This is an optimization exercise on Yosys and OpenROAD, whose aim is small area, not a production implementation. The RTL was checked by simulation tests, not by an equivalence proof against the original design. Power and IR drop assume default switching activity.

==> flow/design.v <==
`timescale 1ns/10ps
`default_nettype none
module serial_debug (
    input  wire        i_clk,
    input  wire        i_rst_n,
    input  wire        i_enable,            
    input  wire        i_frame_tick,
    input  wire        i_pixel_valid,
    input  wire [11:0] i_cpu_pc,
    input  wire [15:0] i_cpu_instr_count,
    input  wire        i_cpu_running,
    input  wire        i_pixel_strobe,
    input  wire [31:0] i_pixel_count,
    input  wire [9:0]  i_pixel_x,
    input  wire [9:0]  i_pixel_y,
    input  wire [2:0]  i_pixel_brightness,
    output logic       o_uart_tx
);
    localparam logic [3:0] PH_IDLE  = 4'd0;
    localparam logic [3:0] PH_PRE   = 4'd1;    
    localparam logic [3:0] PH_START = 4'd2;
    localparam logic [3:0] PH_STOP  = 4'd3;
    logic        r_tick_d, r_strobe_d;
    logic        r_freq, r_preq;
    logic [15:0] r_fcnt;             
    logic [15:0] r_pv_cnt;           
    logic [15:0] r_pv_lat;           
    logic [31:0] r_cnt;
    logic [9:0]  r_x, r_y;
    logic [2:0]  r_bri;
    logic        r_lact;             
    logic        r_lastc;            
    logic        r_src;              
    logic [4:0]  r_idx;              
    logic [3:0]  r_ph;
    logic [8:0]  r_cc;               
    wire tick_rise   = i_frame_tick & ~r_tick_d;
    wire strobe_rise = i_pixel_strobe & ~r_strobe_d;
    wire grant  = ~r_lact & (r_preq | r_freq);
    wire pgrant = ~r_lact & r_preq;
    wire fgrant = ~r_lact & r_freq & ~r_preq;
    function automatic logic [15:0] bcd_inc(input logic [15:0] v);
        logic c;
        c = 1'b1;
        for (int i = 0; i < 4; i++) begin
            if (c) begin
                if (v[4*i +: 4] == 4'd9) v[4*i +: 4] = 4'd0;
                else begin
                    v[4*i +: 4] = v[4*i +: 4] + 4'd1;
                    c = 1'b0;
                end
            end
        end
        bcd_inc = v;
    endfunction
    always_ff @(posedge i_clk) begin
        if (!i_rst_n) begin
            r_tick_d   <= 1'b0;
            r_strobe_d <= 1'b0;
            r_fcnt     <= 16'hFFFF;
            r_pv_cnt   <= 16'd0;
            r_freq     <= 1'b0;
            r_preq     <= 1'b0;
        end else begin
            r_tick_d   <= i_frame_tick;
            r_strobe_d <= i_pixel_strobe;
            if (tick_rise) begin
                r_fcnt   <= r_fcnt + 16'd1;
                r_pv_cnt <= {15'd0, i_pixel_valid};
            end else if (i_pixel_valid) begin
                r_pv_cnt <= bcd_inc(r_pv_cnt);
            end
            if (!i_enable)        r_freq <= 1'b0;
            else if (tick_rise)   r_freq <= 1'b1;
            else if (fgrant)      r_freq <= 1'b0;
            if (!i_enable)        r_preq <= 1'b0;
            else if (strobe_rise) r_preq <= 1'b1;
            else if (pgrant)      r_preq <= 1'b0;
        end
    end
    always_ff @(posedge i_clk) begin
        if (tick_rise)
            r_pv_lat <= r_pv_cnt;
        if (strobe_rise) begin
            r_cnt <= i_pixel_count;
            r_x   <= i_pixel_x;
            r_y   <= i_pixel_y;
            r_bri <= i_pixel_brightness;
        end
    end
    wire       bit_done = (r_cc == 9'd441);
    wire [4:0] last_idx = r_src ? 5'd24 : 5'd30;
    always_ff @(posedge i_clk) begin
        if (!i_rst_n) begin
            r_lact  <= 1'b0;
            r_lastc <= 1'b0;
            r_ph    <= PH_IDLE;
        end else begin
            if (grant)
                r_lact <= 1'b1;
            case (r_ph)
                PH_IDLE:  if (r_lact) r_ph <= PH_PRE;
                PH_PRE:   r_ph <= PH_START;
                PH_START: begin
                    if (r_cc == 9'd0 && !r_lastc && r_idx == last_idx) begin
                        r_lact  <= 1'b0;
                        r_lastc <= 1'b1;
                    end
                    if (bit_done) r_ph <= 4'd8;
                end
                PH_STOP:  if (bit_done) begin
                    r_ph    <= PH_IDLE;
                    r_lastc <= 1'b0;
                end
                default:  if (bit_done) r_ph <= (r_ph == 4'd15) ? PH_STOP : r_ph + 4'd1;
            endcase
        end
    end
    always_ff @(posedge i_clk) begin
        if (r_ph == PH_IDLE || r_ph == PH_PRE || bit_done)
            r_cc <= 9'd0;
        else
            r_cc <= r_cc + 9'd1;
        if (grant) begin
            r_src <= r_preq;
            r_idx <= 5'd0;
        end else if (r_ph == PH_STOP && bit_done && !r_lastc) begin
            r_idx <= r_idx + 5'd1;
        end
    end
    logic [59:0] ring;
    logic [2:0]  s4;
    wire       c0    = (r_ph == PH_START) & ~r_lastc & r_src & (r_idx == 5'd0);
    wire [4:0] k     = r_cc[4:0];
    wire       pconv = c0 & (r_cc[8:5] == 4'd0);                           
    wire       rot_a = c0 & (r_cc[8:4] == 5'b00010) & ~(r_cc[3] & r_cc[2]);  
    wire       xconv = c0 & (r_cc[8:4] == 5'b00100) & (r_cc[3:0] < 4'd10);  
    wire       rot_b = c0 & (r_cc[8:4] == 5'b00101) & ~(r_cc[3] & r_cc[2]);  
    wire       yconv = c0 & (r_cc[8:4] == 5'b00110) & (r_cc[3:0] < 4'd10);  
    wire       xyconv = xconv | yconv;
    logic is_dig;
    always_comb begin
        if (r_src)
            is_dig = (r_idx >= 5'd2 && r_idx <= 5'd6) || (r_idx >= 5'd10 && r_idx <= 5'd12) ||
                     (r_idx >= 5'd16 && r_idx <= 5'd18);
        else
            is_dig = (r_idx >= 5'd2 && r_idx <= 5'd5) || (r_idx >= 5'd10 && r_idx <= 5'd12) ||
                     (r_idx >= 5'd16 && r_idx <= 5'd19) || (r_idx >= 5'd23 && r_idx <= 5'd26);
    end
    wire rot_out = (r_ph == PH_STOP) & ~r_lastc & (r_cc[8:2] == 7'd0) & is_dig;
    wire grot    = rot_a | rot_b | rot_out;
    logic [4:0] g;
    always_comb begin
        g[0] = pconv | (xyconv & (k[3:0] >= 4'd2));
        g[1] = (pconv & (k >= 5'd4)) | (xyconv & (k[3:0] >= 4'd6));
        g[2] = (pconv & (k >= 5'd8)) | (xyconv & (k[3:0] >= 4'd9));
        g[3] = pconv & (k >= 5'd12);
        g[4] = pconv & (k >= 5'd16);
    end
    logic [19:0] a;
    always_comb begin
        for (int j = 0; j < 5; j++) begin
            logic [3:0] d;
            logic       d3, t;
            d = ring[4*j +: 4];
            d3 = (j == 2) ? (d[3] & pconv) : d[3];
            t = g[j] & (d3 | (d[2] & (d[1] | d[0])));
            a[4*j]     = d[0] ^ t;
            a[4*j + 1] = d[1] ^ (t & ~d[0]);
            a[4*j + 2] = t ? (d3 & d[0]) : d[2];
            a[4*j + 3] = d[3] | t;
        end
    end
    wire [59:0] sh = {ring[58:20], a, (grot ? ring[59] : pconv ? ring[35] : ring[11])};
    always_ff @(posedge i_clk) begin
        if (pgrant) begin
            ring <= {r_x, 2'b00, r_y, 2'b00, r_cnt, 4'b0000};
            s4   <= r_bri;
        end else if (fgrant) begin
            ring <= {r_pv_lat, r_fcnt, i_cpu_pc, i_cpu_instr_count};
            s4   <= {2'b00, i_cpu_running};
        end else begin
            if (grot)
                ring[59:36] <= sh[59:36];
            if (grot | pconv)
                ring[35:12] <= sh[35:12];
            if (grot | pconv | xyconv)
                ring[11:0]  <= sh[11:0];
        end
    end
    function automatic logic [7:0] hex_ascii(input logic [3:0] n);
        hex_ascii = (n < 4'd10) ? (8'd48 + {4'd0, n}) : (8'd55 + {4'd0, n});
    endfunction
    wire [7:0] hd = hex_ascii(ring[43:40]);
    logic [7:0] ch;
    always_comb begin
        if (r_src) begin
            case (r_idx)
                5'd0:  ch = "P";
                5'd1:  ch = ":";
                5'd2, 5'd3, 5'd4, 5'd5, 5'd6: ch = hd;
                5'd8:  ch = "X";
                5'd9:  ch = ":";
                5'd10, 5'd11, 5'd12: ch = hd;
                5'd14: ch = "Y";
                5'd15: ch = ":";
                5'd16, 5'd17, 5'd18: ch = hd;
                5'd20: ch = "B";
                5'd21: ch = ":";
                5'd22: ch = {5'b00110, s4};
                5'd23: ch = 8'h0D;
                5'd24: ch = 8'h0A;
                default: ch = " ";
            endcase
        end else begin
            case (r_idx)
                5'd0:  ch = "F";
                5'd1:  ch = ":";
                5'd2, 5'd3, 5'd4, 5'd5: ch = hd;
                5'd7:  ch = "P";
                5'd8:  ch = "C";
                5'd9:  ch = ":";
                5'd10, 5'd11, 5'd12: ch = hd;
                5'd14: ch = "I";
                5'd15: ch = ":";
                5'd16, 5'd17, 5'd18, 5'd19: ch = hd;
                5'd21: ch = "V";
                5'd22: ch = ":";
                5'd23, 5'd24, 5'd25, 5'd26: ch = hd;
                5'd28: ch = s4[0] ? "R" : ".";
                5'd29: ch = 8'h0D;
                5'd30: ch = 8'h0A;
                default: ch = " ";
            endcase
        end
        if (r_lastc)
            ch = 8'h0A;
    end
    always_comb begin
        if (r_ph[3])
            o_uart_tx = ch[r_ph[2:0]];
        else
            o_uart_tx = (r_ph != PH_START);
    end
endmodule
`default_nettype wire
==> flow/run.sh <==
#!/bin/bash
# synth_recipe.tcl (not shown) runs the flow's synth.tcl, then flattens the netlist and writes it again
# the make line also repeats each setting of config.mk as NAME=value (left out here)
make -C /OpenROAD-flow-scripts/flow DESIGN_CONFIG=/design/flow/config.mk WORK_HOME=/design/flow/orfs CLKGATE_MAP_FILE= SYNTH_SCRIPT=/design/flow/synth_recipe.tcl finish
==> flow/config.mk <==
export PLATFORM = sky130hd
export DESIGN_NAME = serial_debug
export DESIGN_NICKNAME = serial_debug
export VERILOG_FILES = /design/flow/design.v
export SDC_FILE = /design/flow/constraint.sdc
export NUM_CORES = 4
export LEC_CHECK = 0
export ABC_AREA = 1
export CAP_MARGIN = 20
export CORE_MARGIN = 2
export CORE_UTILIZATION = 40
export CTS_BUF_LIST = sky130_fd_sc_hd__clkbuf_8
export SLEW_MARGIN = 20
==> flow/constraint.sdc <==
create_clock -name core_clock -period 30.0 [get_ports {i_clk}]
set_input_delay 6.0000 -clock core_clock [delete_from_list [all_inputs] [get_ports {i_clk}]]
set_output_delay 6.0000 -clock core_clock [all_outputs]
set_load 0.01 [all_outputs]
==> metrics.md, run 1 <==
| Metric | Value |
|---|---|
| First DRT Iteration DRCs | 463 |
| Overall routed net length | 21.9 mm |
| CP Class | flop to output pin |
| Number of H-tree branching levels | 4 |
| Starting Density | 40.7% |
| Max-cap violations | 0 |
| Leading cell type in the layout, fill and taps excluded | sky130_fd_sc_hd__nand2_1 |
| Area enclosed by the die boundary | 0.0243 mm^2 |
| Count of instances resized after the clock tree is built | 0 |
| Sequence of cells on the critical path | inv_1 > ha_1 > nand2_1 > nand2_1 > nand2_1 > nand2_1 > nor2_4 > nand2_4 > nor2_1 > nand3_1 > a31oi_1 > nand2_1 > nand2_1 > nand2_1 > nand2_1 > nand2_1 > nand2_1 > clkdlybuf4s50_1 |
| Total Neg Setup Slack | 0 ns |
| Avg Synthesized Cell Area | 8.93 um^2 |
| Number of setup buffers added after CTS | 0 |
| Routability Congestion | 0.831 |
| Placeable core region | 0.0226 mm^2 |
| Diode insertion count for antenna repair | 0 |
| Std-Cell Rows | 55 |
| Cells after synthesis | 1033 |
| Final period util | 31.3% |
| First-pass GRT wire length | 35.8 mm |
| Final Skew | 0.0233 ns |
| Crit start category | flop |
| Largest net degree at the start of global routing | 68 |
| Count of cell types in the netlist | 49 |
| Static leakage power | 4.31 nW |
| Standard cell with the maximum stage delay on the critical path | sky130_fd_sc_hd__dfxtp_1 |
| Share of the synthesized area in the top cell type | 41.3% |
| Worst-path fanout max | 10 |
| DRC violations left | 0 |
| Kind of cell adding the most delay to the critical path | simple AND/OR/NAND/NOR gates |
| Cell type with the largest total area after synthesis | sky130_fd_sc_hd__edfxtp_1 |
| Fraction of met3 tracks used by global routing | 3.44% |
| Met1 Usage GRT | 24.1% |
| Proportion of register bits with asynchronous set or reset after synthesis | 0% |
| DP Cell Count | 1381 |
| Input/output buffers | 90 |
| M2 GR Usage | 32.5% |
| Post-route minimum period | 9.40 ns |
| RSZ-0062 raised after global routing | false |
| Clock slew seen by the registers of the worst setup and hold paths | 0.10 ns |
| Filler instances | 2165 |
| Worst-case headroom to the max-slew limit | 40.6% |
| Critical path data arrival time | 3.40 ns |
| Number of sinks driven by the clock tree | 191 |
| Overall track demand over capacity in global routing | 18.7% |
| # IOs | 91 |
| Number of failing hold endpoints at the final stage | 0 |
| Hold Buf Count CTS | 0 |
| Syn Nets | 1142 |
| Worst voltage drop across the vdd grid | 0.0260 mV |
| Overall via count from detail_route | 7253 |
| Highest-count cells in the layout ignoring fill and taps | sky130_fd_sc_hd__nand2_1 (193), sky130_fd_sc_hd__nor2_1 (128), sky130_fd_sc_hd__edfxtp_1 (127) |
| Die width | 156 um |
| Slew at the pin closest to its max-slew limit | 0.891 ns |
| Layer with the highest usage | met2 |
| Via count of the first global-routing pass | 7148 |
| Net count reported at finish | 1224 |
| Worst hold path type | flop to flop |
| Clock buffer count from CTS | 17 |
| Final ANT Viol Nets | 0 |
| CTS tree | done |
| Non-Filler Instances | 1413 |
| Dominant cell type by count on the critical path | sky130_fd_sc_hd__nand2_1 |
| Power per Cell Area | 57.2 mW/mm^2 |
| Layout cells sized above 1 | 7.36% |
| Detail Placement HPWL | 15.5 mm |
| Crit end category | output pin |
| Area grow syn2layout | 17.1% |
| Synth top area cells | sky130_fd_sc_hd__edfxtp_1 (41%), sky130_fd_sc_hd__dfxtp_1 (14%), sky130_fd_sc_hd__nand2_1 (7.9%), sky130_fd_sc_hd__nor2_1 (5.2%), sky130_fd_sc_hd__inv_1 (4.3%) |
| Slew Viols, Final | 0 |
| Latest clock arrival within the worst-skew pair | 0.48 ns |
| Grt ovf | 0 |
| Crit path required time | 24.00 ns |
| Vias per Instance | 5.13 |
| Die height | 156 um |
| Number of enable flip-flop cells after synthesis | 127 |
| Length of the first detailed-routing pass in iterations | 5 |
| Result of the run | complete, no violations |
| Longest Clk Path Bufs | 2 |
| Seq/Total Area, Yosys | 55.2% |
| Clock root cell | sky130_fd_sc_hd__clkbuf_8 |
| Number of antenna violations at the first check in global routing | 0 |
| Wirelength per Cell | 15.5 um |
| Finish-stage setup viols | 0 |
| Largest incremental delay on the critical path | 0.55 ns |
| Primary FF master, synth | sky130_fd_sc_hd__edfxtp_1 |
| Synthesis-stage register bit count | 191 |
| Syn. warnings | 1 |
| Max Clk Rate | 0.106 GHz |
| Mapped Area | 0.00922 mm^2 |
| Critical path buffer and inverter count | 2 |
-- cell families (layout without fill, tap and decap cells) --
group / Yosys count / count (layout) / synth area share [%]
AND/OR/NAND/NOR: 462 / 462 / 22.5
buffers and inverters: 151 / 246 / 6.43
flip-flops: 191 / 191 / 55.2
adder cells (fa/ha/maj): 19 / 19 / 2.58
AO/OA/AOI/OAI: 198 / 198 / 12.1
multiplexers: 1 / 1 / 0.109
XOR/XNOR: 11 / 11 / 1.04
-- cells in the mapped netlist (2+ instances only) --
cell type                  instances
sky130_fd_sc_hd__a211oi_1          7
sky130_fd_sc_hd__a21oi_1          46
sky130_fd_sc_hd__a21oi_2           2
sky130_fd_sc_hd__a31oi_1           5
sky130_fd_sc_hd__a41oi_1           2
sky130_fd_sc_hd__and3_1            3
sky130_fd_sc_hd__buf_1             5
sky130_fd_sc_hd__buf_2             3
sky130_fd_sc_hd__buf_4             4
sky130_fd_sc_hd__clkbuf_1         20
sky130_fd_sc_hd__clkinv_1          2
sky130_fd_sc_hd__dfxtp_1          64
sky130_fd_sc_hd__edfxtp_1        127
sky130_fd_sc_hd__ha_1             19
sky130_fd_sc_hd__inv_1           105
sky130_fd_sc_hd__inv_2            11
sky130_fd_sc_hd__nand2_1         193
sky130_fd_sc_hd__nand2_2           5
sky130_fd_sc_hd__nand3_1          53
sky130_fd_sc_hd__nand3_2           4
sky130_fd_sc_hd__nand4_1          12
sky130_fd_sc_hd__nor2_1          129
sky130_fd_sc_hd__nor2_2            8
sky130_fd_sc_hd__nor2_4            5
sky130_fd_sc_hd__nor3_1           33
sky130_fd_sc_hd__nor3_2            2
sky130_fd_sc_hd__nor3b_1           3
sky130_fd_sc_hd__nor4_1            4
sky130_fd_sc_hd__nor4_4            2
sky130_fd_sc_hd__o211ai_1          7
sky130_fd_sc_hd__o21ai_0          64
sky130_fd_sc_hd__o21ai_1          18
sky130_fd_sc_hd__o22ai_1          41
sky130_fd_sc_hd__xnor2_1           7
sky130_fd_sc_hd__xor2_1            4
-- path summary, 6_finish.rpt --
path | to | cells after the start | slack, ns | from
setup / recovery | o_uart_tx | 18 | 20.60 | r_idx[1]
hold / removal | r_pv_lat[3] | 0 | 0.42 | r_pv_cnt[3]
setup reg to reg | ring[14] | 10 | 25.79 | r_lact
hold reg to reg | r_pv_lat[3] | 0 | 0.42 | r_pv_cnt[3]
-- sequential cells by signal, indices dropped and copies added, names as in the netlist, 4 cells and up --
| register | count |
|---|---|
| ring | 60 |
| r_y | 10 |
| r_pv_lat | 16 |
| r_cnt | 32 |
| r_pv_cnt | 16 |
| r_cc | 9 |
| r_idx | 5 |
| r_ph | 4 |
| r_fcnt | 16 |
| r_x | 10 |
-- where the power goes --
group	total [mW]	switching, mW	internal, mW	leakage [nW]
logic	0.121	0.0740	0.0473	2.38
registers	0.328	0.0168	0.311	1.73
clock network	0.169	0.106	0.0629	0.204
total	0.618	0.197	0.421	4.31
-- per-layer routing --
metal / vias to the layer above / wire length (um)
met5: - / 0
met4: 0 / 236
met3: 24 / 852
met2: 138 / 10700
met1: 3387 / 10000
li1: 3704 / -
-- metrics by stage --
step           power, mW  utilization (%)  hold WS [ns]  area (um^2)  setup WS, ns
3_3_place_gp       0.454             45.9         0.412        10400         21.10
4_1_cts            0.625             47.7         0.428        10800         20.59
2_1_floorplan      0.412                -         0.408         9220         21.15
5_1_grt            0.654             47.7         0.440        10800         20.28
3_5_place_dp       0.456             45.9         0.416        10400         21.13
6_report           0.618             47.7         0.425        10800         20.60
-- final cells by class --
cell class / count / area (um^2) / share of cell area (%)
Multi-Input combinational cell: 691 / 3550 / 32.8
Sequential cell: 191 / 5090 / 47.2
Inverter: 118 / 444 / 4.11
Timing Repair Buffer: 96 / 953 / 8.83
Tap cell: 285 / 357 / 3.30
Clock buffer: 17 / 234 / 2.17
Clock inverter: 15 / 171 / 1.59
==> inputs of run 2 (changes only) <==
--- a/flow/config.mk
+++ b/flow/config.mk
@@ -11,3 +11,2 @@
 export CORE_UTILIZATION = 40
-export CTS_BUF_LIST = sky130_fd_sc_hd__clkbuf_8
 export SLEW_MARGIN = 20
==> run 2 against run 1 <==
Power is 9.1% higher. Global-route usage rose by 0.12 points. Via count up 0.68%. Non-clock buffer count did not move. Final cell count unchanged. Critical path type unchanged. Highest routed layer unchanged.
==> metrics.md, run 2 <==
| Metric | Value |
|---|---|
| Vias per Instance | 5.17 |
| Detailed-routed wire length on met3 | 746 um |
| Synthesis-stage register bit count | 191 |
| DRC violations left | 0 |
| Top cell types by occurrence after synthesis | sky130_fd_sc_hd__nand2_1 (193), sky130_fd_sc_hd__nor2_1 (129), sky130_fd_sc_hd__edfxtp_1 (127) |
| Detailed route wirelength on metal2 | 10.9 mm |
| Input/output buffers | 90 |
| Area of placed instances | 0.0104 mm^2 |
| Starting Density | 40.7% |
| Static leakage power | 4.40 nW |
| Worst hold endpoint | r_pv_lat[3] |
| R2R cell count | 10 |
| RSZ-0062 raised after global routing | false |
| First DRT Iteration DRCs | 437 |
| Clock slew seen by the registers of the worst setup and hold paths | 0.07 ns |
| Longest Clk Path Bufs | 2 |
| Worst hold path type | flop to flop |
| Core occupancy in the finished layout | 48.6% |
| Hold Buf Count CTS | 0 |
| Cell type with the largest total area after synthesis | sky130_fd_sc_hd__edfxtp_1 |
| Seq/Total Area, Yosys | 55.2% |
| Overall track demand over capacity in global routing | 18.8% |
| Number of sinks driven by the clock tree | 191 |
| Instance count along the most critical hold path | 0 |
| Via count of the first global-routing pass | 7161 |
| Worst min-delay path startpoint | r_pv_cnt[3] |
| Critical path data arrival time | 3.36 ns |
| Top routing layer in use | met4 |
| Power per Cell Area | 61.4 mW/mm^2 |
| Leading cell type in the layout, fill and taps excluded | sky130_fd_sc_hd__nand2_1 |
| Max-cap violations | 0 |
| Register ranked first by flip-flop count | ring |
| Routability Congestion | 0.831 |
| Fraction of power consumed by the clock network | 33.2% |
| Filler instances | 2145 |
| Die width | 156 um |
| Diode insertion count for antenna repair | 0 |
| Syn Nets | 1142 |
| Std-Cell Rows | 55 |
| Switching share of power | 30.2% |
| Wirelength per Cell | 15.6 um |
| Largest registers ranked by flip-flop count | ring x60, r_cnt x32 |
| Final ANT Viol Nets | 0 |
| Post-placement setup slack | 21.13 ns |
| Wire length on met1 | 10.2 mm |
| Length of the first detailed-routing pass in iterations | 6 |
| Result of the run | complete, no violations |
| Worst hold-check slack | 0.421 ns |
| Crit path required time | 24.00 ns |
| Non-Filler Instances | 1413 |
| Detail Placement HPWL | 15.5 mm |
| Switching component of the power | 0.204 mW |
| Number of failing hold endpoints at the final stage | 0 |
| Layout cells sized above 1 | 7.36% |
| Slew at the pin closest to its max-slew limit | 0.882 ns |
| Final period util | 31.2% |
| Number of setup buffers added after CTS | 0 |
| Net count reported at finish | 1224 |
| Total Neg Setup Slack | 0 ns |
| Crit end category | output pin |
| Final Skew | 0.0178 ns |
| Worst-case headroom to the max-slew limit | 41.2% |
| First-pass GRT wire length | 36.0 mm |
| Area grow syn2layout | 19.2% |
| Post-route minimum period | 9.36 ns |
| Area enclosed by the die boundary | 0.0243 mm^2 |
| Overall routed net length | 22.0 mm |
| Proportion of register bits with asynchronous set or reset after synthesis | 0% |
| Sequential Power Share | 48.7% |
| CP Class | flop to output pin |
| Largest net degree at the start of global routing | 68 |
| Slew Viols, Final | 0 |
| Number of antenna violations at the first check in global routing | 0 |
| Crit start category | flop |
| Portion of total power attributed to combinational logic | 18.1% |
| DP Cell Count | 1381 |
| Clock buffer count from CTS | 17 |
| Overall via count from detail_route | 7302 |
| Critical register-to-register path startpoint | r_preq |
| Placeable core region | 0.0226 mm^2 |
| Largest register FFs | 60 |
| Primary FF master, synth | sky130_fd_sc_hd__edfxtp_1 |
| Cells after synthesis | 1033 |
| Count leader, synth | sky130_fd_sc_hd__nand2_1 |
| Worst voltage drop across the vdd grid | 0.0305 mV |
| Latest clock arrival within the worst-skew pair | 0.44 ns |
| Syn. warnings | 1 |
| Share of the synthesized area in the top cell type | 41.3% |
| CTS tree | done |
| Avg Synthesized Cell Area | 8.93 um^2 |
| # IOs | 91 |
| Finish-stage setup viols | 0 |
| Grt ovf | 0 |
| Int Power | 0.471 mW |
| Worst flop-to-flop path endpoint | ring[14] |
| Fin worst setup slack | 20.64 ns |
| Mapped Area | 0.00922 mm^2 |
| Tot Pwr | 0.675 mW |
| Reg-to-reg setup timing slack | 25.75 ns |
| Synth top area cells | sky130_fd_sc_hd__edfxtp_1 (41%), sky130_fd_sc_hd__dfxtp_1 (14%), sky130_fd_sc_hd__nand2_1 (7.9%), sky130_fd_sc_hd__nor2_1 (5.2%), sky130_fd_sc_hd__inv_1 (4.3%) |
| Clock root cell | sky130_fd_sc_hd__clkbuf_16 |
| Die height | 156 um |
| Number of enable flip-flop cells after synthesis | 127 |
| Post-route cell area | 0.0110 mm^2 |
| Highest-count cells in the layout ignoring fill and taps | sky130_fd_sc_hd__nand2_1 (193), sky130_fd_sc_hd__nor2_1 (128), sky130_fd_sc_hd__edfxtp_1 (127) |
| Number of H-tree branching levels | 4 |
| Count of instances resized after the clock tree is built | 0 |
| Count of cell types in the netlist | 49 |
| Worst-path fanout max | 10 |
| Max Clk Rate | 0.107 GHz |
==> run 2: cell counts after synthesis <==
No cell type changed its count.
==> run 2: layout make-up <==
cell class                 count  area, um^2  share of cell area (%)
clock inverter                15         171                    1.56
inverter                     118         444                    4.04
clock buffer                  17         425                    3.87
timing repair buffer          96         953                    8.67
tap                          285         357                    3.24
multi-input combinational    691        3550                    32.3
sequential                   191        5090                    46.3
==> run 2: logic make-up (layout without fill, tap and decap cells) <==
kind of cell             after synthesis  count (layout)  synth area share, %
AND/OR/NAND/NOR                      462             462                 22.5
AO/OA/AOI/OAI                        198             198                 12.1
flip-flops                           191             191                 55.2
buffers and inverters                151             246                 6.43
adder cells (fa/ha/maj)               19              19                 2.58
XOR/XNOR                              11              11                 1.04
multiplexers                           1               1                0.109
==> run 2: worst max-delay path by stage <==
stage                   start         to  slack (ns)  cells past startpoint
3_5_place_dp         r_idx[1]  o_uart_tx       21.13                     18
3_3_place_gp         r_idx[1]  o_uart_tx       21.10                     18
5_1_grt              r_idx[1]  o_uart_tx       20.34                     18
2_1_floorplan  i_pixel_strobe   r_bri[0]       21.15                      2
6_report             r_idx[1]  o_uart_tx       20.64                     18
4_1_cts              r_idx[1]  o_uart_tx       20.65                     18
==> run 2: critical path, stage by stage, from the launching register on <==
cell and delay, ns:
sky130_fd_sc_hd__dfxtp_1 0.53, sky130_fd_sc_hd__inv_1 0.16, sky130_fd_sc_hd__ha_1 0.31, sky130_fd_sc_hd__nand2_1 0.14
sky130_fd_sc_hd__nand2_1 0.08, sky130_fd_sc_hd__nand2_1 0.07, sky130_fd_sc_hd__nand2_1 0.08, sky130_fd_sc_hd__nor2_4 0.13
sky130_fd_sc_hd__nand2_4 0.10, sky130_fd_sc_hd__nor2_1 0.13, sky130_fd_sc_hd__nand3_1 0.12, sky130_fd_sc_hd__a31oi_1 0.18
sky130_fd_sc_hd__nand2_1 0.06, sky130_fd_sc_hd__nand2_1 0.08, sky130_fd_sc_hd__nand2_1 0.05, sky130_fd_sc_hd__nand2_1 0.06
sky130_fd_sc_hd__nand2_1 0.04, sky130_fd_sc_hd__nand2_1 0.08, sky130_fd_sc_hd__clkdlybuf4s50_1 0.53
==> run 2: power groups by stage <==
stage	Combinational [mW]	Clock (mW)	Sequential (mW)
floorplan	0.0831	0	0.329
global placement	0.120	0	0.334
detailed placement	0.122	0	0.334
CTS	0.123	0.230	0.328
global route	0.139	0.241	0.332
finish	0.122	0.224	0.329
==> run 2: metal layers <==
layer  vias to the layer above  global-route usage, %
li1                       3709                      -
met1                      3417                   24.5
met2                       156                   32.6
met3                        20                   3.56
met4                         0                   4.15
met5                         -                      0
==> inputs of run 3 (changes only) <==
==> flow/flow/run.sh (new file) <==
#!/bin/bash
# Standard layout, with the port buffers made from the smallest buffer cell.
set -e
cp standard.sh standard_sh_copy.txt
export BUFFER_PORTS_ARGS="-buffer_cell sky130_fd_sc_hd__buf_1"
bash standard.sh > standard.log 2>&1
==> flow/standard.sh (new file) <==
#!/bin/bash
# synth_recipe.tcl (not shown) runs the flow's synth.tcl, then flattens the netlist and writes it again
# the make line also repeats each setting of config.mk as NAME=value (left out here)
make -C /OpenROAD-flow-scripts/flow DESIGN_CONFIG=/design/flow/config.mk WORK_HOME=/design/flow/orfs CLKGATE_MAP_FILE= SYNTH_SCRIPT=/design/flow/synth_recipe.tcl "${@:-finish}"
removed: flow/run.sh
==> run 3 against run 2 <==
Still clean. Fmax increased by 4.7%. Register-to-register slack improved by 0.70 ns. Non-clock buffer count unchanged. Critical endpoint unchanged.
==> metrics.md, run 3 <==
| Metric | Value |
|---|---|
| Count of cell types in the netlist | 49 |
| Synthesis-stage register bit count | 191 |
| Number of H-tree branching levels | 4 |
| First-pass GRT wire length | 35.6 mm |
| Filler instances | 2178 |
| CTS tree | done |
| Clock root cell | sky130_fd_sc_hd__clkbuf_16 |
| RSZ-0062 raised after global routing | false |
| Die width | 156 um |
| Post-route cell area | 0.0104 mm^2 |
| Dominant cell type by count on the critical path | sky130_fd_sc_hd__nand2_1 |
| Final Skew | 0.0173 ns |
| Critical path data arrival time | 2.94 ns |
| Static leakage power | 4.15 nW |
| Diode insertion count for antenna repair | 0 |
| Post-route minimum period | 8.93 ns |
| Max Clk Rate | 0.112 GHz |
| Hold Buf Count CTS | 0 |
| Synth top area cells | sky130_fd_sc_hd__edfxtp_1 (41%), sky130_fd_sc_hd__dfxtp_1 (14%), sky130_fd_sc_hd__nand2_1 (7.9%), sky130_fd_sc_hd__nor2_1 (5.2%), sky130_fd_sc_hd__inv_1 (4.3%) |
| Slew Viols, Final | 0 |
| Routability Congestion | 0.866 |
| Starting Density | 40.7% |
| Register ranked first by flip-flop count | ring |
| Slew at the pin closest to its max-slew limit | 0.964 ns |
| Layout cells sized above 1 | 7.36% |
| Finish-stage setup viols | 0 |
| Worst-path fanout max | 10 |
| Syn. warnings | 1 |
| Net count reported at finish | 1224 |
| Proportion of register bits with asynchronous set or reset after synthesis | 0% |
| Longest Clk Path Bufs | 2 |
| Number of sinks driven by the clock tree | 191 |
| Critical register-to-register path startpoint | r_lact |
| Standard cell with the maximum stage delay on the critical path | sky130_fd_sc_hd__dfxtp_1 |
| Placeable core region | 0.0226 mm^2 |
| Overall via count from detail_route | 7291 |
| Avg Synthesized Cell Area | 8.93 um^2 |
| Crit end category | output pin |
| Syn Nets | 1142 |
| Tot Pwr | 0.673 mW |
| Final period util | 29.8% |
| Area of the multi-input gates | 0.00355 mm^2 |
| Largest net degree at the start of global routing | 68 |
| Number of failing hold endpoints at the final stage | 0 |
| Number of setup buffers added after CTS | 0 |
| # IOs | 91 |
| Overall track demand over capacity in global routing | 18.6% |
| First DRT Iteration DRCs | 445 |
| Worst min-delay path startpoint | r_pv_cnt[3] |
| Clock slew seen by the registers of the worst setup and hold paths | 0.07 ns |
| Largest register FFs | 60 |
| Detail Placement HPWL | 15.2 mm |
| Highest-count cells in the layout ignoring fill and taps | sky130_fd_sc_hd__nand2_1 (193), sky130_fd_sc_hd__nor2_1 (128), sky130_fd_sc_hd__edfxtp_1 (127) |
| Number of antenna violations at the first check in global routing | 0 |
| Latest clock arrival within the worst-skew pair | 0.45 ns |
| Number of enable flip-flop cells after synthesis | 127 |
| Leading cell type in the layout, fill and taps excluded | sky130_fd_sc_hd__nand2_1 |
| Area enclosed by the die boundary | 0.0243 mm^2 |
| Cells after synthesis | 1033 |
| Total Neg Setup Slack | 0 ns |
| Worst voltage drop across the vdd grid | 0.0381 mV |
| Sequence of cells on the critical path | inv_1 > ha_1 > nand2_1 > nand2_1 > nand2_1 > nand2_1 > nor2_4 > nand2_4 > nor2_1 > nand3_1 > a31oi_1 > nand2_1 > nand2_1 > nand2_1 > nand2_1 > nand2_1 > nand2_1 > buf_1 |
| Wirelength per Cell | 15.4 um |
| Max-cap violations | 0 |
| Largest incremental delay on the critical path | 0.50 ns |
| Primary FF master, synth | sky130_fd_sc_hd__edfxtp_1 |
| Clock buffer count from CTS | 17 |
| Count leader, synth | sky130_fd_sc_hd__nand2_1 |
| Std-Cell Rows | 55 |
| Area grow syn2layout | 13.1% |
| Length of the first detailed-routing pass in iterations | 4 |
| Overall routed net length | 21.8 mm |
| Worst-case headroom to the max-slew limit | 35.6% |
| Count of instances resized after the clock tree is built | 0 |
| Final ANT Viol Nets | 0 |
| Input/output buffers | 90 |
| Worst hold path type | flop to flop |
| Via count of the first global-routing pass | 7095 |
| Seq/Total Area, Yosys | 55.2% |
| Result of the run | complete, no violations |
| Die height | 156 um |
| Register area | 0.00509 mm^2 |
| Vias per Instance | 5.16 |
| Grt ovf | 0 |
| Reg-to-reg setup timing slack | 26.45 ns |
| Area of placed instances | 0.00983 mm^2 |
| Power per Cell Area | 64.5 mW/mm^2 |
| Cell type with the largest total area after synthesis | sky130_fd_sc_hd__edfxtp_1 |
| Top cell types by occurrence after synthesis | sky130_fd_sc_hd__nand2_1 (193), sky130_fd_sc_hd__nor2_1 (129), sky130_fd_sc_hd__edfxtp_1 (127) |
| Crit path required time | 24.00 ns |
| Mapped Area | 0.00922 mm^2 |
| Largest registers ranked by flip-flop count | ring x60, r_cnt x32 |
| DRC violations left | 0 |
| Share of the synthesized area in the top cell type | 41.3% |
| Worst setup startpoint | r_idx[1] |
| Crit start category | flop |
| CP Class | flop to output pin |
run 3: cell counts after synthesis:
No cell type changed its count.
run 3: path summary, 6_finish.rpt:
check                              endpoint  depth (start not counted)
worst max register to register     ring[35]                          9
worst min-delay path            r_pv_lat[3]                          0
worst min register to register  r_pv_lat[3]                          0
worst max-delay path              o_uart_tx                         18
run 3: final cells by class:
type | instances | share of cell area (%)
timing repair buffer | 96 | 3.74
clock buffer | 17 | 4.08
sequential | 191 | 48.8
tap | 285 | 3.42
clock inverter | 15 | 1.63
inverter | 118 | 4.26
multi-input combinational | 691 | 34.0
run 3: routing by layer:
layer | GRT usage (%) | vias to the layer above | wire, um
li1 | - | 3710 | -
met1 | 24.0 | 3411 | 10000
met2 | 32.2 | 143 | 10600
met3 | 3.64 | 27 | 814
met4 | 4.59 | 0 | 279
met5 | 0 | - | 0
run 3: logic make-up (layout without fill, tap and decap cells):
kind of cell | count (synthesis) | in the layout | synth area share [%]
AND/OR/NAND/NOR | 462 | 462 | 22.5
AO/OA/AOI/OAI | 198 | 198 | 12.1
flip-flops | 191 | 191 | 55.2
buffers and inverters | 151 | 246 | 6.43
adder cells (fa/ha/maj) | 19 | 19 | 2.58
XOR/XNOR | 11 | 11 | 1.04
multiplexers | 1 | 1 | 0.109
run 3: metrics by stage:
stage	setup WS (ns)	hold slack [ns]	utilization, %	std cells
after floorplan	21.15	0.408	-	1033
after global placement	21.62	0.414	43.4	1380
after detailed placement	21.57	0.419	43.4	1381
after CTS	21.07	0.436	46.1	1413
after global routing	20.78	0.440	46.1	1413
final	21.07	0.434	46.1	1413
run 3: report_power, final:
part | switching (mW) | internal [mW] | total (mW) | leakage (nW)
clock | 0.112 | 0.119 | 0.231 | 0.289
sequential | 0.0168 | 0.312 | 0.328 | 1.73
combinational | 0.0746 | 0.0384 | 0.113 | 2.13
total | 0.203 | 0.469 | 0.673 | 4.15
run 3: critical path, delay by kind of cell (launching register included):
kind | cells | cell delay (ns)
and+or+nand+nor | 14 | 1.20
DFF | 1 | 0.50
buffers and inverters | 2 | 0.32
adders and majority gates | 1 | 0.30
AOI/OAI and AO/OA | 1 | 0.19
==> inputs of run 4 (changes only) <==
==> flow/flow/run.sh (replaced) <==
#!/bin/bash
# Standard layout, with the port buffers made from the smallest buffer cell
# and a clock tree of clkbuf_8 without dummy loads.
set -e
export BUFFER_PORTS_ARGS="-buffer_cell sky130_fd_sc_hd__buf_1"
export CTS_ARGS="-sink_clustering_enable -repair_clock_nets -dont_use_dummy_load -buf_list sky130_fd_sc_hd__clkbuf_8"
bash standard.sh > standard.log 2>&1
==> run 4 against run 3 <==
Power down 15%. Synthesized cell count unchanged. Flip-flop and latch count unchanged.
==> metrics.md, run 4 <==
| Metric | Value |
|---|---|
| Count leader, synth | sky130_fd_sc_hd__nand2_1 |
| Top routing layer in use | met4 |
| Synth top area cells | sky130_fd_sc_hd__edfxtp_1 (41%), sky130_fd_sc_hd__dfxtp_1 (14%), sky130_fd_sc_hd__nand2_1 (7.9%), sky130_fd_sc_hd__nor2_1 (5.2%), sky130_fd_sc_hd__inv_1 (4.3%) |
| Slew Viols, Final | 0 |
| Clock buffer count from CTS | 17 |
| Leading cell type in the layout, fill and taps excluded | sky130_fd_sc_hd__nand2_1 |
| Instance count along the most critical hold path | 0 |
| Number of enable flip-flop cells after synthesis | 127 |
| Worst setup startpoint | r_idx[1] |
| Worst hold path type | flop to flop |
| Die height | 156 um |
| Worst min-delay path startpoint | r_pv_cnt[12] |
| Highest-count cells in the layout ignoring fill and taps | sky130_fd_sc_hd__nand2_1 (193), sky130_fd_sc_hd__nor2_1 (128), sky130_fd_sc_hd__edfxtp_1 (127) |
| Mapped Area | 0.00922 mm^2 |
| Switching share of power | 29.9% |
| Overall via count from detail_route | 7247 |
| Length of the first detailed-routing pass in iterations | 5 |
| Switching component of the power | 0.170 mW |
| Number of antenna violations at the first check in global routing | 0 |
| Largest register FFs | 60 |
| Placeable core region | 0.0226 mm^2 |
| Starting Density | 40.7% |
| Finish-stage setup viols | 0 |
| Count of cell types in the netlist | 49 |
| Primary FF master, synth | sky130_fd_sc_hd__edfxtp_1 |
| CP Class | flop to output pin |
| Latest clock arrival within the worst-skew pair | 0.46 ns |
| Overall routed net length | 21.6 mm |
| Seq/Total Area, Yosys | 55.2% |
| Clock root cell | sky130_fd_sc_hd__clkbuf_8 |
| Fraction of power consumed by the clock network | 22.7% |
| Portion of total power attributed to combinational logic | 19.8% |
| Max-cap violations | 0 |
| Input/output buffers | 90 |
| Worst voltage drop across the vdd grid | 0.0247 mV |
| CTS tree | done |
| Detail Placement HPWL | 15.2 mm |
| Final ANT Viol Nets | 0 |
| Number of failing hold endpoints at the final stage | 0 |
| Proportion of register bits with asynchronous set or reset after synthesis | 0% |
| Worst flop-to-flop path endpoint | ring[12] |
| Number of setup buffers added after CTS | 0 |
| Clock slew seen by the registers of the worst setup and hold paths | 0.11 ns |
| Int Power | 0.400 mW |
| Total Neg Setup Slack | 0 ns |
| Detailed-routed wire length on met3 | 710 um |
| Reg-to-reg setup timing slack | 26.49 ns |
| Power per Cell Area | 56.7 mW/mm^2 |
| Post-route minimum period | 8.91 ns |
| Critical path data arrival time | 2.91 ns |
| Crit end category | output pin |
| Diode insertion count for antenna repair | 0 |
| Number of H-tree branching levels | 4 |
| Post-route cell area | 0.0101 mm^2 |
| Hold Buf Count CTS | 0 |
| Longest Clk Path Bufs | 2 |
| Largest net degree at the start of global routing | 68 |
| Std-Cell Rows | 55 |
| Result of the run | complete, no violations |
| Routability Congestion | 0.866 |
| Syn Nets | 1142 |
| Wirelength per Cell | 15.5 um |
| First-pass GRT wire length | 35.4 mm |
| Crit path required time | 24.00 ns |
| Number of sinks driven by the clock tree | 191 |
| Sequential Power Share | 57.5% |
| Synthesis-stage register bit count | 191 |
| Net count reported at finish | 1224 |
| Worst-case headroom to the max-slew limit | 35.8% |
| Count of instances resized after the clock tree is built | 0 |
| Register ranked first by flip-flop count | ring |
| Crit start category | flop |
| # IOs | 91 |
| Slew at the pin closest to its max-slew limit | 0.962 ns |
| Cell type with the largest total area after synthesis | sky130_fd_sc_hd__edfxtp_1 |
| Area grow syn2layout | 9.16% |
| Worst-path fanout max | 10 |
| Largest registers ranked by flip-flop count | ring x60, r_cnt x32 |
| Via count of the first global-routing pass | 7108 |
| Final period util | 29.7% |
| Share of the synthesized area in the top cell type | 41.3% |
| DRC violations left | 0 |
| Wire length on met1 | 10.0 mm |
| Syn. warnings | 1 |
| Die width | 156 um |
| Final Skew | 0.0401 ns |
| Worst hold endpoint | r_pv_lat[12] |
| Static leakage power | 3.98 nW |
| R2R cell count | 9 |
| Detailed route wirelength on metal2 | 10.6 mm |
| Grt ovf | 0 |
| Avg Synthesized Cell Area | 8.93 um^2 |
| RSZ-0062 raised after global routing | false |
| Area of placed instances | 0.00983 mm^2 |
| Layout cells sized above 1 | 6.11% |
| Max Clk Rate | 0.112 GHz |
| Critical register-to-register path startpoint | r_lact |
| Vias per Instance | 5.18 |
| Overall track demand over capacity in global routing | 18.4% |
| Area enclosed by the die boundary | 0.0243 mm^2 |
| Cells after synthesis | 1033 |
| First DRT Iteration DRCs | 431 |
| Top cell types by occurrence after synthesis | sky130_fd_sc_hd__nand2_1 (193), sky130_fd_sc_hd__nor2_1 (129), sky130_fd_sc_hd__edfxtp_1 (127) |
## run 4: layout make-up
class / count / area [um^2]
fillers: 2219 / 12600
inverters: 118 / 444
multi-input cells: 691 / 3550
repair buffers: 96 / 390
well taps: 285 / 357
clock buffers: 17 / 234
flip-flops and latches: 191 / 5090
## run 4: stage by stage
step	worst slack (ns)	utilization (%)	hold slack, ns	power [mW]	instances
after global routing	20.77	44.5	0.441	0.605	1398
after CTS	21.07	44.5	0.429	0.576	1398
final	21.09	44.5	0.429	0.571	1398
after detailed placement	21.57	43.4	0.419	0.447	1381
after floorplan	21.15	-	0.408	0.412	1033
after global placement	21.62	43.4	0.414	0.445	1380
## run 4: kinds of logic after synthesis
logic type	after synthesis	share of synthesized area [%]
AOI/OAI and AO/OA	198	12.1
xor gates and xnor gates	11	1.04
adders and majority gates	19	2.58
buffers and inverters	151	6.43
DFF	191	55.2
muxes	1	0.109
and+or+nand+nor	462	22.5
## run 4: worst max path at each step
stage                end  slack [ns]  cells past startpoint
2_1_floorplan   r_bri[0]       21.15                      2
3_3_place_gp   o_uart_tx       21.62                     18
3_5_place_dp   o_uart_tx       21.57                     18
4_1_cts        o_uart_tx       21.07                     18
5_1_grt        o_uart_tx       20.77                     18
6_report       o_uart_tx       21.09                     18
## run 4: power by group through the flow
stage / logic [mW] / registers [mW] / clock network [mW]
6_report: 0.113 / 0.328 / 0.130
2_1_floorplan: 0.0831 / 0.329 / 0
3_5_place_dp: 0.113 / 0.334 / 0
3_3_place_gp: 0.111 / 0.334 / 0
4_1_cts: 0.114 / 0.328 / 0.134
5_1_grt: 0.130 / 0.331 / 0.143
## run 4: critical path, stage by stage, from the launching register on
cell	delay, ns
sky130_fd_sc_hd__dfxtp_1	0.50
sky130_fd_sc_hd__inv_1	0.16
sky130_fd_sc_hd__ha_1	0.29
sky130_fd_sc_hd__nand2_1	0.14
sky130_fd_sc_hd__nand2_1	0.07
sky130_fd_sc_hd__nand2_1	0.05
sky130_fd_sc_hd__nand2_1	0.08
sky130_fd_sc_hd__nor2_4	0.13
sky130_fd_sc_hd__nand2_4	0.10
sky130_fd_sc_hd__nor2_1	0.13
sky130_fd_sc_hd__nand3_1	0.12
sky130_fd_sc_hd__a31oi_1	0.19
sky130_fd_sc_hd__nand2_1	0.07
sky130_fd_sc_hd__nand2_1	0.08
sky130_fd_sc_hd__nand2_1	0.05
sky130_fd_sc_hd__nand2_1	0.06
sky130_fd_sc_hd__nand2_1	0.04
sky130_fd_sc_hd__nand2_1	0.08
sky130_fd_sc_hd__buf_1	0.16
## run 4: per-layer routing
layer  vias up  GRT usage (%)
li1       3678              -
met1      3418           23.8
met2       130           32.2
met3        21           3.22
met4         0           4.59
met5         -              0
==> inputs of run 5 (changes only) <==
--- a/flow/config.mk
+++ b/flow/config.mk
@@ -10,3 +10,3 @@
 export CORE_MARGIN = 2
-export CORE_UTILIZATION = 40
+export CORE_UTILIZATION = 70
 export SLEW_MARGIN = 20
==> run 5 against run 4 <==
Synthesized cell count unchanged. Highest routed layer unchanged. Setup slack improved by 0.032 ns. Largest power group unchanged. Critical path depth rose by 3.
==> metrics.md, run 5 <==
| Metric | Value |
|---|---|
| Result of the run | complete, no violations |
| Multiplexer area fraction after synthesis | 0.109% |
| Starting Density | 72.5% |
| Longest Clk Path Bufs | 2 |
| Register ranked first by flip-flop count | ring |
| # IOs | 91 |
| Synthesized-area fraction occupied by ao, oa, aoi and oai cells | 12.1% |
| Input/output buffers | 90 |
| Largest incremental delay on the critical path | 0.53 ns |
| Vias per Instance | 5.82 |
| Static leakage power | 3.97 nW |
| Count of cell types in the netlist | 49 |
| Total Neg Setup Slack | 0 ns |
| Largest registers ranked by flip-flop count | ring x60, r_cnt x32 |
| Share of the synthesized netlist area taken by xor and xnor gates | 1.04% |
| Hold Buf Count CTS | 0 |
| Max-cap violations | 0 |
| Proportion of register bits with asynchronous set or reset after synthesis | 0% |
| CP Class | flop to output pin |
| Synthesis-stage register bit count | 191 |
| Number of sinks driven by the clock tree | 191 |
| First-pass GRT wire length | 32.9 mm |
| CTS tree | done |
| Routability Congestion | 0.900 |
| Number of enable flip-flop cells after synthesis | 127 |
| Slew at the pin closest to its max-slew limit | 1.02 ns |
| Overall routed net length | 20.3 mm |
| Clock root cell | sky130_fd_sc_hd__clkbuf_8 |
| Detail Placement HPWL | 14.1 mm |
| Count of instances resized after the clock tree is built | 0 |
| Die height | 119 um |
| Top cell types by occurrence after synthesis | sky130_fd_sc_hd__nand2_1 (193), sky130_fd_sc_hd__nor2_1 (129), sky130_fd_sc_hd__edfxtp_1 (127) |
| Post-route minimum period | 8.88 ns |
| Final period util | 29.6% |
| Overall via count from detail_route | 7474 |
| Syn Nets | 1142 |
| Latest clock arrival within the worst-skew pair | 0.45 ns |
| Clock slew seen by the registers of the worst setup and hold paths | 0.10 ns |
| Core occupancy in the finished layout | 77.9% |
| Syn. warnings | 1 |
| Dominant cell type by count on the critical path | sky130_fd_sc_hd__nand2_1 |
| Diode insertion count for antenna repair | 0 |
| Number of H-tree branching levels | 4 |
| Grt ovf | 0 |
| Crit start category | flop |
| Layout cells sized above 1 | 6.03% |
| Final Skew | 0.0321 ns |
| Tot Pwr | 0.567 mW |
| Post-placement setup slack | 21.49 ns |
| Standard cell with the maximum stage delay on the critical path | sky130_fd_sc_hd__dfxtp_1 |
| Largest net degree at the start of global routing | 68 |
| Worst-path fanout max | 10 |
| Mapped Area | 0.00922 mm^2 |
| Simple logic cell fraction of the synthesized area | 22.5% |
| Final ANT Viol Nets | 0 |
| Overall track demand over capacity in global routing | 29.3% |
| Leading cell type in the layout, fill and taps excluded | sky130_fd_sc_hd__nand2_1 |
| Count leader, synth | sky130_fd_sc_hd__nand2_1 |
| DRC violations left | 0 |
| First DRT Iteration DRCs | 631 |
| Worst voltage drop across the vdd grid | 0.0713 mV |
| Seq/Total Area, Yosys | 55.2% |
| Power per Cell Area | 57.2 mW/mm^2 |
| Main combinational cell family by area after synthesis | simple AND/OR/NAND/NOR gates |
| RSZ-0062 raised after global routing | false |
| Std-Cell Rows | 41 |
| Cell type with the largest total area after synthesis | sky130_fd_sc_hd__edfxtp_1 |
| Placeable core region | 0.0127 mm^2 |
| Die width | 119 um |
| Slew Viols, Final | 0 |
| Number of antenna violations at the first check in global routing | 0 |
| Largest register FFs | 60 |
| Critical path data arrival time | 2.88 ns |
| Sequence of cells on the critical path | inv_1 > ha_1 > nand2_1 > nand2_1 > nand2_1 > nand2_1 > nor2_4 > nand3_2 > nand2_1 > nand2_1 > nand2_1 > nand2_1 > nand2_1 > nand2_1 > nor2_1 > nand2_1 > nand2_1 > nand2_1 > nand2_1 > nand2_1 > buf_1 |
| Crit end category | output pin |
| Finish-stage setup viols | 0 |
| Number of failing hold endpoints at the final stage | 0 |
| Fin worst setup slack | 21.12 ns |
| Number of setup buffers added after CTS | 0 |
| Length of the first detailed-routing pass in iterations | 5 |
| Area enclosed by the die boundary | 0.0141 mm^2 |
| Max Clk Rate | 0.113 GHz |
| Primary FF master, synth | sky130_fd_sc_hd__edfxtp_1 |
| Cells after synthesis | 1033 |
| Wirelength per Cell | 15.8 um |
| Synth top area cells | sky130_fd_sc_hd__edfxtp_1 (41%), sky130_fd_sc_hd__dfxtp_1 (14%), sky130_fd_sc_hd__nand2_1 (7.9%), sky130_fd_sc_hd__nor2_1 (5.2%), sky130_fd_sc_hd__inv_1 (4.3%) |
| Via count of the first global-routing pass | 6958 |
| Crit path required time | 24.00 ns |
| Worst hold-check slack | 0.446 ns |
| Highest-count cells in the layout ignoring fill and taps | sky130_fd_sc_hd__nand2_1 (193), sky130_fd_sc_hd__nor2_1 (128), sky130_fd_sc_hd__edfxtp_1 (127) |
| Adder and majority gate portion of the synthesized area | 2.58% |
| Worst hold path type | flop to flop |
| Net count reported at finish | 1223 |
| Clock buffer count from CTS | 17 |
| Area grow syn2layout | 7.45% |
| Share of the synthesized area in the top cell type | 41.3% |
| Avg Synthesized Cell Area | 8.93 um^2 |
| Worst-case headroom to the max-slew limit | 32.1% |
run 5: cell counts after synthesis:
Identical to the previous run, type by type.
run 5: critical path: cells and delay by family, from the launching register on:
family	cells	cell delay, ns
and+or+nand+nor	18	1.35
adders and majority gates	1	0.30
DFF	1	0.53
buffers and inverters	2	0.27
run 5: through the flow:
stage / cells / area, um^2
after floorplan: 1033 / 9220
final: 1284 / 9910
after global routing: 1284 / 9910
after detailed placement: 1267 / 9680
after CTS: 1284 / 9910
after global placement: 1267 / 9680
run 5: power by group:
part           switching, mW  internal (mW)  total [mW]
registers             0.0177          0.312       0.330
logic                 0.0738         0.0374       0.111
clock network         0.0759         0.0503       0.126
run 5: area by class of cell:
| type | count | area (um^2) |
|---|---|---|
| inverter | 118 | 443 |
| tap | 172 | 215 |
| sequential | 191 | 5090 |
| fill | 891 | 2810 |
| multi-input combinational | 691 | 3550 |
| timing repair buffer | 95 | 375 |
| clock buffer | 17 | 234 |
run 5: per-layer routing:
layer | up-vias | wire (um) | track usage, %
met4 | 0 | 346 | 9.60
met5 | - | 0 | 0
met1 | 3492 | 8670 | 37.9
met3 | 27 | 1130 | 5.02
met2 | 277 | 10100 | 50.1
li1 | 3678 | - | -
run 5: logic make-up after synthesis:
group / after synthesis
compound gates: 198
xor+xnor: 11
fa+ha+maj: 19
buf+inv: 151
flops: 191
mux: 1
simple gates: 462
run 5: final timing paths:
check                     from            to  slack (ns)  depth (start not counted)
setup reg to reg        r_lact      ring[21]       25.36                         10
hold reg to reg   r_pv_cnt[12]  r_pv_lat[12]        0.45                          0
setup / recovery      r_idx[1]     o_uart_tx       21.12                         21
hold / removal    r_pv_cnt[12]  r_pv_lat[12]        0.45                          0
==> inputs of run 6 (changes only) <==
==> flow/flow/run.sh (replaced) <==
#!/bin/bash
# Standard layout with three changes in how it is made:
#  - abc maps the logic with an area-only script (flip-flops untouched)
#  - port buffers use the smallest buffer cell
#  - the clock tree uses clkbuf_8 without dummy loads
set -e
HERE=$(pwd)
cp -r "$FLOW_HOME/scripts" "$HERE/scripts"
cp "$HERE/flow/abc_area.script" "$HERE/scripts/abc_area.script"
export SCRIPTS_DIR="$HERE/scripts"
export BUFFER_PORTS_ARGS="-buffer_cell sky130_fd_sc_hd__buf_1"
export CTS_ARGS="${CTS_ARGS_OVERRIDE:--sink_clustering_enable -repair_clock_nets -dont_use_dummy_load -buf_list sky130_fd_sc_hd__clkbuf_8}"
bash standard.sh > standard.log 2>&1
==> flow/flow/abc_area.script (new file) <==
strash
dch -f
map -a
strash
dch -f
map -a
topo
--- a/flow/config.mk
+++ b/flow/config.mk
@@ -10,3 +10,3 @@
 export CORE_MARGIN = 2
-export CORE_UTILIZATION = 70
+export CORE_UTILIZATION = 40
 export SLEW_MARGIN = 20
==> run 6 against run 5 <==
Still clean on timing, DRC and antenna. Die area rose by 66%. Final cell count rose by 7.2%. Core utilization fell by 33 points. Clock power barely moved. Critical path type unchanged.
==> metrics.md, run 6 <==
| Metric | Value |
|---|---|
| Synthesis-stage register bit count | 191 |
| R2R cell count | 21 |
| Post-route minimum period | 9.77 ns |
| Number of antenna violations at the first check in global routing | 0 |
| Net count reported at finish | 1208 |
| Clock root cell | sky130_fd_sc_hd__clkbuf_8 |
| Largest register FFs | 60 |
| Overall track demand over capacity in global routing | 17.2% |
| Cell type with the largest total area after synthesis | sky130_fd_sc_hd__edfxtp_1 |
| Result of the run | complete, no violations |
| Number of setup buffers added after CTS | 0 |
| Mapped Area | 0.00889 mm^2 |
| Number of sinks driven by the clock tree | 191 |
| Filler instances | 2179 |
| Number of failing hold endpoints at the final stage | 0 |
| Vias per Instance | 5.23 |
| Longest Clk Path Bufs | 2 |
| Routability Congestion | 0.864 |
| Avg Synthesized Cell Area | 9.03 um^2 |
| Seq/Total Area, Yosys | 57.3% |
| Layout cells sized above 1 | 2.92% |
| Overall via count from detail_route | 7196 |
| Instance count along the most critical hold path | 0 |
| Diode insertion count for antenna repair | 0 |
| Switching component of the power | 0.153 mW |
| Area enclosed by the die boundary | 0.0234 mm^2 |
| Area grow syn2layout | 11.0% |
| Final period util | 32.6% |
| RSZ-0062 raised after global routing | false |
| Share of the synthesized area in the top cell type | 42.9% |
| Placeable core region | 0.0218 mm^2 |
| Number of enable flip-flop cells after synthesis | 127 |
| Number of H-tree branching levels | 4 |
| DRC violations left | 0 |
| Total Neg Setup Slack | 0 ns |
| Latest clock arrival within the worst-skew pair | 0.46 ns |
| Syn Nets | 1093 |
| Power per Cell Area | 55.7 mW/mm^2 |
| Proportion of register bits with asynchronous set or reset after synthesis | 0% |
| Fraction of power consumed by the clock network | 23.2% |
| Die width | 153 um |
| Cells after synthesis | 984 |
| Length of the first detailed-routing pass in iterations | 5 |
| Clock buffer count from CTS | 17 |
| Worst voltage drop across the vdd grid | 0.0301 mV |
| Leading cell type in the layout, fill and taps excluded | sky130_fd_sc_hd__nor2_1 |
| Wirelength per Cell | 14.4 um |
| Critical path data arrival time | 3.77 ns |
| Die height | 153 um |
| Critical register-to-register path startpoint | r_idx[0] |
| Highest-count cells in the layout ignoring fill and taps | sky130_fd_sc_hd__nor2_1 (162), sky130_fd_sc_hd__nand2_1 (147), sky130_fd_sc_hd__edfxtp_1 (127) |
| Final Skew | 0.0394 ns |
| Max Clk Rate | 0.102 GHz |
| Grt ovf | 0 |
| Synth top area cells | sky130_fd_sc_hd__edfxtp_1 (43%), sky130_fd_sc_hd__dfxtp_1 (14%), sky130_fd_sc_hd__nor2_1 (6.9%), sky130_fd_sc_hd__nand2_1 (6.3%), sky130_fd_sc_hd__o21ai_0 (6.0%) |
| Overall routed net length | 19.8 mm |
| Syn. warnings | 1 |
| Top cell types by occurrence after synthesis | sky130_fd_sc_hd__nor2_1 (163), sky130_fd_sc_hd__nand2_1 (148), sky130_fd_sc_hd__edfxtp_1 (127) |
| Int Power | 0.397 mW |
| Static leakage power | 3.38 nW |
| Slew at the pin closest to its max-slew limit | 1.01 ns |
| Worst setup startpoint | r_idx[2] |
| Via count of the first global-routing pass | 6685 |
| Worst-case headroom to the max-slew limit | 32.7% |
| Crit path required time | 24.00 ns |
| Starting Density | 40.7% |
| Sequential Power Share | 60.2% |
| Crit start category | flop |
| Worst hold path type | flop to flop |
| Reg-to-reg setup timing slack | 25.42 ns |
| # IOs | 91 |
| Portion of total power attributed to combinational logic | 16.6% |
| Clock slew seen by the registers of the worst setup and hold paths | 0.09 ns |
| Area of the multi-input gates | 0.00333 mm^2 |
| Switching share of power | 27.9% |
| Detail Placement HPWL | 14.1 mm |
| Final ANT Viol Nets | 0 |
| Worst setup endpoint | o_uart_tx |
| Count of instances resized after the clock tree is built | 0 |
| Count of cell types in the netlist | 37 |
| Register ranked first by flip-flop count | ring |
| Crit end category | output pin |
| Largest net degree at the start of global routing | 86 |
| Register area | 0.00509 mm^2 |
| Worst-path fanout max | 14 |
| Slew Viols, Final | 0 |
| CTS tree | done |
| Worst min-delay path startpoint | r_pv_cnt[0] |
| Input/output buffers | 90 |
| Std-Cell Rows | 54 |
| CP Class | flop to output pin |
| First-pass GRT wire length | 32.8 mm |
| Worst hold-check slack | 0.443 ns |
| Count leader, synth | sky130_fd_sc_hd__nor2_1 |
| First DRT Iteration DRCs | 435 |
| Max-cap violations | 0 |
| Hold Buf Count CTS | 0 |
| Finish-stage setup viols | 0 |
| Primary FF master, synth | sky130_fd_sc_hd__edfxtp_1 |
| Largest registers ranked by flip-flop count | ring x60, r_cnt x32 |
| Worst flop-to-flop path endpoint | ring[2] |
==> run 6: layer usage <==
metal	share of wire [%]	vias to the layer above	global-route usage [%]
met5	0	-	0
met4	1.4	0	4.89
met3	3.3	19	3.23
met2	48	121	28.5
met1	47	3372	23.2
li1	-	3684	-
==> run 6: cell families after synthesis <==
| kind of cell | after synthesis | share of synthesized area, % |
|---|---|---|
| AND/OR/NAND/NOR | 395 | 18.2 |
| AO/OA/AOI/OAI | 251 | 16.3 |
| flip-flops | 191 | 57.3 |
| buffers and inverters | 126 | 5.32 |
| adder cells (fa/ha/maj) | 19 | 2.67 |
| XOR/XNOR | 2 | 0.197 |
==> run 6: layout make-up <==
class | count | share of cell area (%)
Multi-Input combinational cell | 667 | 33.7
Sequential cell | 191 | 51.6
Tap cell | 280 | 3.55
Timing Repair Buffer | 97 | 3.96
Inverter | 125 | 4.75
Clock buffer | 17 | 2.37
==> run 6: how the worst min path moves through the flow <==
| stage | end |
|---|---|
| 2_1_floorplan | r_pv_lat[0] |
| 3_3_place_gp | r_pv_lat[12] |
| 3_5_place_dp | r_pv_lat[0] |
| 4_1_cts | r_pv_lat[0] |
| 5_1_grt | r_pv_lat[0] |
| 6_report | r_pv_lat[0] |
==> run 6: critical path, cell delays in order, from the launching register on <==
cell and delay, ns:
sky130_fd_sc_hd__dfxtp_1 0.61, sky130_fd_sc_hd__clkinv_1 0.37, sky130_fd_sc_hd__nor2_1 0.21, sky130_fd_sc_hd__nand2_1 0.12
sky130_fd_sc_hd__nor2_1 0.21, sky130_fd_sc_hd__a21oi_1 0.13, sky130_fd_sc_hd__nand2_1 0.10, sky130_fd_sc_hd__a211oi_1 0.04
sky130_fd_sc_hd__nand2_1 0.12, sky130_fd_sc_hd__clkinv_1 0.18, sky130_fd_sc_hd__a31oi_1 0.34, sky130_fd_sc_hd__o21ai_0 0.15
sky130_fd_sc_hd__a21oi_1 0.17, sky130_fd_sc_hd__a32o_1 0.14, sky130_fd_sc_hd__nand3_1 0.06, sky130_fd_sc_hd__a31oi_1 0.18
sky130_fd_sc_hd__buf_1 0.18
==> run 6: power groups by stage <==
stage | Sequential (mW) | Clock (mW) | Combinational, mW
2_1_floorplan | 0.332 | 0 | 0.0670
3_3_place_gp | 0.337 | 0 | 0.0913
3_5_place_dp | 0.337 | 0 | 0.0921
4_1_cts | 0.331 | 0.133 | 0.0925
5_1_grt | 0.335 | 0.142 | 0.108
6_report | 0.331 | 0.128 | 0.0912
==> run 6: metrics by stage <==
step | util (%) | setup slack, ns | power [mW] | instances | cell area, um^2
finish | 45.2 | 20.23 | 0.550 | 1377 | 9870
global placement | 44.2 | 20.77 | 0.428 | 1360 | 9640
floorplan | - | 21.12 | 0.399 | 984 | 8890
global route | 45.2 | 19.77 | 0.584 | 1377 | 9870
CTS | 45.2 | 20.27 | 0.557 | 1377 | 9870
detailed placement | 44.2 | 20.80 | 0.429 | 1360 | 9640
==> inputs of run 7 (changes only) <==
--- a/flow/flow/run.sh
+++ b/flow/flow/run.sh
@@ -11,3 +11,3 @@
 export BUFFER_PORTS_ARGS="-buffer_cell sky130_fd_sc_hd__buf_1"
-export CTS_ARGS="${CTS_ARGS_OVERRIDE:--sink_clustering_enable -repair_clock_nets -dont_use_dummy_load -buf_list sky130_fd_sc_hd__clkbuf_8}"
+export CTS_ARGS="${CTS_ARGS_OVERRIDE:--sink_clustering_enable -repair_clock_nets -dont_use_dummy_load -buf_list sky130_fd_sc_hd__clkbuf_8 -sink_clustering_size 30}"
 bash standard.sh > standard.log 2>&1
==> run 7 against run 6 <==
Design area unchanged. Area after synthesis stayed put. Non-clock buffer count stayed put. First-iteration DRC count unchanged. Setup slack unchanged. Global-route usage unchanged. Synthesized cell count stayed put. Count of clock-buffer cells in the layout is the same. Routed wire length unchanged. Final cell count is the same. Power unchanged. Largest power group unchanged.
==> metrics.md, run 7 <==
| Metric | Value |
|---|---|
| DP Cell Count | 1360 |
| Via count of the first global-routing pass | 6685 |
| Slew Viols, Final | 0 |
| Cells after synthesis | 984 |
| R2R cell count | 21 |
| Crit end category | output pin |
| Syn Nets | 1093 |
| Final ANT Viol Nets | 0 |
| Die height | 153 um |
| Final Skew | 0.0394 ns |
| Net count reported at finish | 1208 |
| Area enclosed by the die boundary | 0.0234 mm^2 |
| Die width | 153 um |
| CTS tree | done |
| Overall routed net length | 19.8 mm |
| Result of the run | complete, no violations |
| Detail Placement HPWL | 14.1 mm |
| Worst-path fanout max | 14 |
| Routability Congestion | 0.864 |
| First-pass GRT wire length | 32.8 mm |
| Layout cells sized above 1 | 2.92% |
| Critical path data arrival time | 3.77 ns |
| Max Clk Rate | 0.102 GHz |
| Syn. warnings | 1 |
| Std-Cell Rows | 54 |
| Diode insertion count for antenna repair | 0 |
| Post-placement setup slack | 20.80 ns |
| Highest-count cells in the layout ignoring fill and taps | sky130_fd_sc_hd__nor2_1 (162), sky130_fd_sc_hd__nand2_1 (147), sky130_fd_sc_hd__edfxtp_1 (127) |
| Placeable core region | 0.0218 mm^2 |
| Primary FF master, synth | sky130_fd_sc_hd__edfxtp_1 |
| Overall track demand over capacity in global routing | 17.2% |
| RSZ-0062 raised after global routing | false |
| Instance count along the most critical hold path | 0 |
| Clock root cell | sky130_fd_sc_hd__clkbuf_8 |
| Non-Filler Instances | 1377 |
| Overall via count from detail_route | 7196 |
| Seq/Total Area, Yosys | 57.3% |
| # IOs | 91 |
| Input/output buffers | 90 |
| Final period util | 32.6% |
| Count leader, synth | sky130_fd_sc_hd__nor2_1 |
| Worst hold path type | flop to flop |
| Synthesis-stage register bit count | 191 |
| Wirelength per Cell | 14.4 um |
| Largest net degree at the start of global routing | 86 |
| Count of cell types in the netlist | 37 |
| Clock buffer count from CTS | 17 |
| Finish-stage setup viols | 0 |
| Number of antenna violations at the first check in global routing | 0 |
-- run 7: cell counts after synthesis --
No cell type changed its count.
-- run 7: routing by layer --
layer / vias up / global-route usage [%] / wire length (um)
met1: 3372 / 23.2 / 9350
met4: 0 / 4.89 / 268
met3: 19 / 3.23 / 651
li1: 3684 / - / -
met2: 121 / 28.5 / 9520
met5: - / 0 / 0
-- run 7: where the power goes --
group / total (mW) / switching, mW / internal [mW]
clock: 0.128 / 0.0774 / 0.0503
combinational: 0.0912 / 0.0589 / 0.0323
sequential: 0.331 / 0.0169 / 0.314
-- run 7: logic make-up (layout without fill, tap and decap cells) --
logic type / count (synthesis) / in the layout / share of synthesized area, %
DFF: 191 / 191 / 57.3
AOI/OAI and AO/OA: 251 / 251 / 16.3
xor gates and xnor gates: 2 / 2 / 0.197
adders and majority gates: 19 / 19 / 2.67
and+or+nand+nor: 395 / 395 / 18.2
buffers and inverters: 126 / 239 / 5.32
-- run 7: per-stage QoR --
stage / hold WS (ns) / area [um^2]
after CTS: 0.446 / 9870
after global routing: 0.455 / 9870
final: 0.443 / 9870
after detailed placement: 0.423 / 9640
after floorplan: 0.416 / 8890
after global placement: 0.420 / 9640
-- run 7: area by class of cell --
type	count	area (um^2)
well taps	280	350
multi-input cells	667	3330
inverters	125	469
flip-flops and latches	191	5090
clock buffers	17	234
fillers	2179	12000
repair buffers	97	390
-- run 7: path summary, 6_finish.rpt --
kind / from / endpoint / slack (ns)
worst max-delay path: r_idx[2] / o_uart_tx / 20.23
worst min-delay path: r_pv_cnt[0] / r_pv_lat[0] / 0.44
worst min register to register: r_pv_cnt[0] / r_pv_lat[0] / 0.44
worst max register to register: r_idx[0] / ring[2] / 25.42
-- run 7: critical path, cell delays in order (launching register included) --
cell                       delay, ns
sky130_fd_sc_hd__dfxtp_1        0.61
sky130_fd_sc_hd__clkinv_1       0.37
sky130_fd_sc_hd__nor2_1         0.21
sky130_fd_sc_hd__nand2_1        0.12
sky130_fd_sc_hd__nor2_1         0.21
sky130_fd_sc_hd__a21oi_1        0.13
sky130_fd_sc_hd__nand2_1        0.10
sky130_fd_sc_hd__a211oi_1       0.04
sky130_fd_sc_hd__nand2_1        0.12
sky130_fd_sc_hd__clkinv_1       0.18
sky130_fd_sc_hd__a31oi_1        0.34
sky130_fd_sc_hd__o21ai_0        0.15
sky130_fd_sc_hd__a21oi_1        0.17
sky130_fd_sc_hd__a32o_1         0.14
sky130_fd_sc_hd__nand3_1        0.06
sky130_fd_sc_hd__a31oi_1        0.18
sky130_fd_sc_hd__buf_1          0.18

Setup slack of run 7, layout unchanged: 20.232 ns with ideal ports, 20.191 ns with driving cells assumed (clock clkbuf_16, inputs buf_2), 20.676 ns with port delays also shifted by the 0.485 ns mid clock arrival.
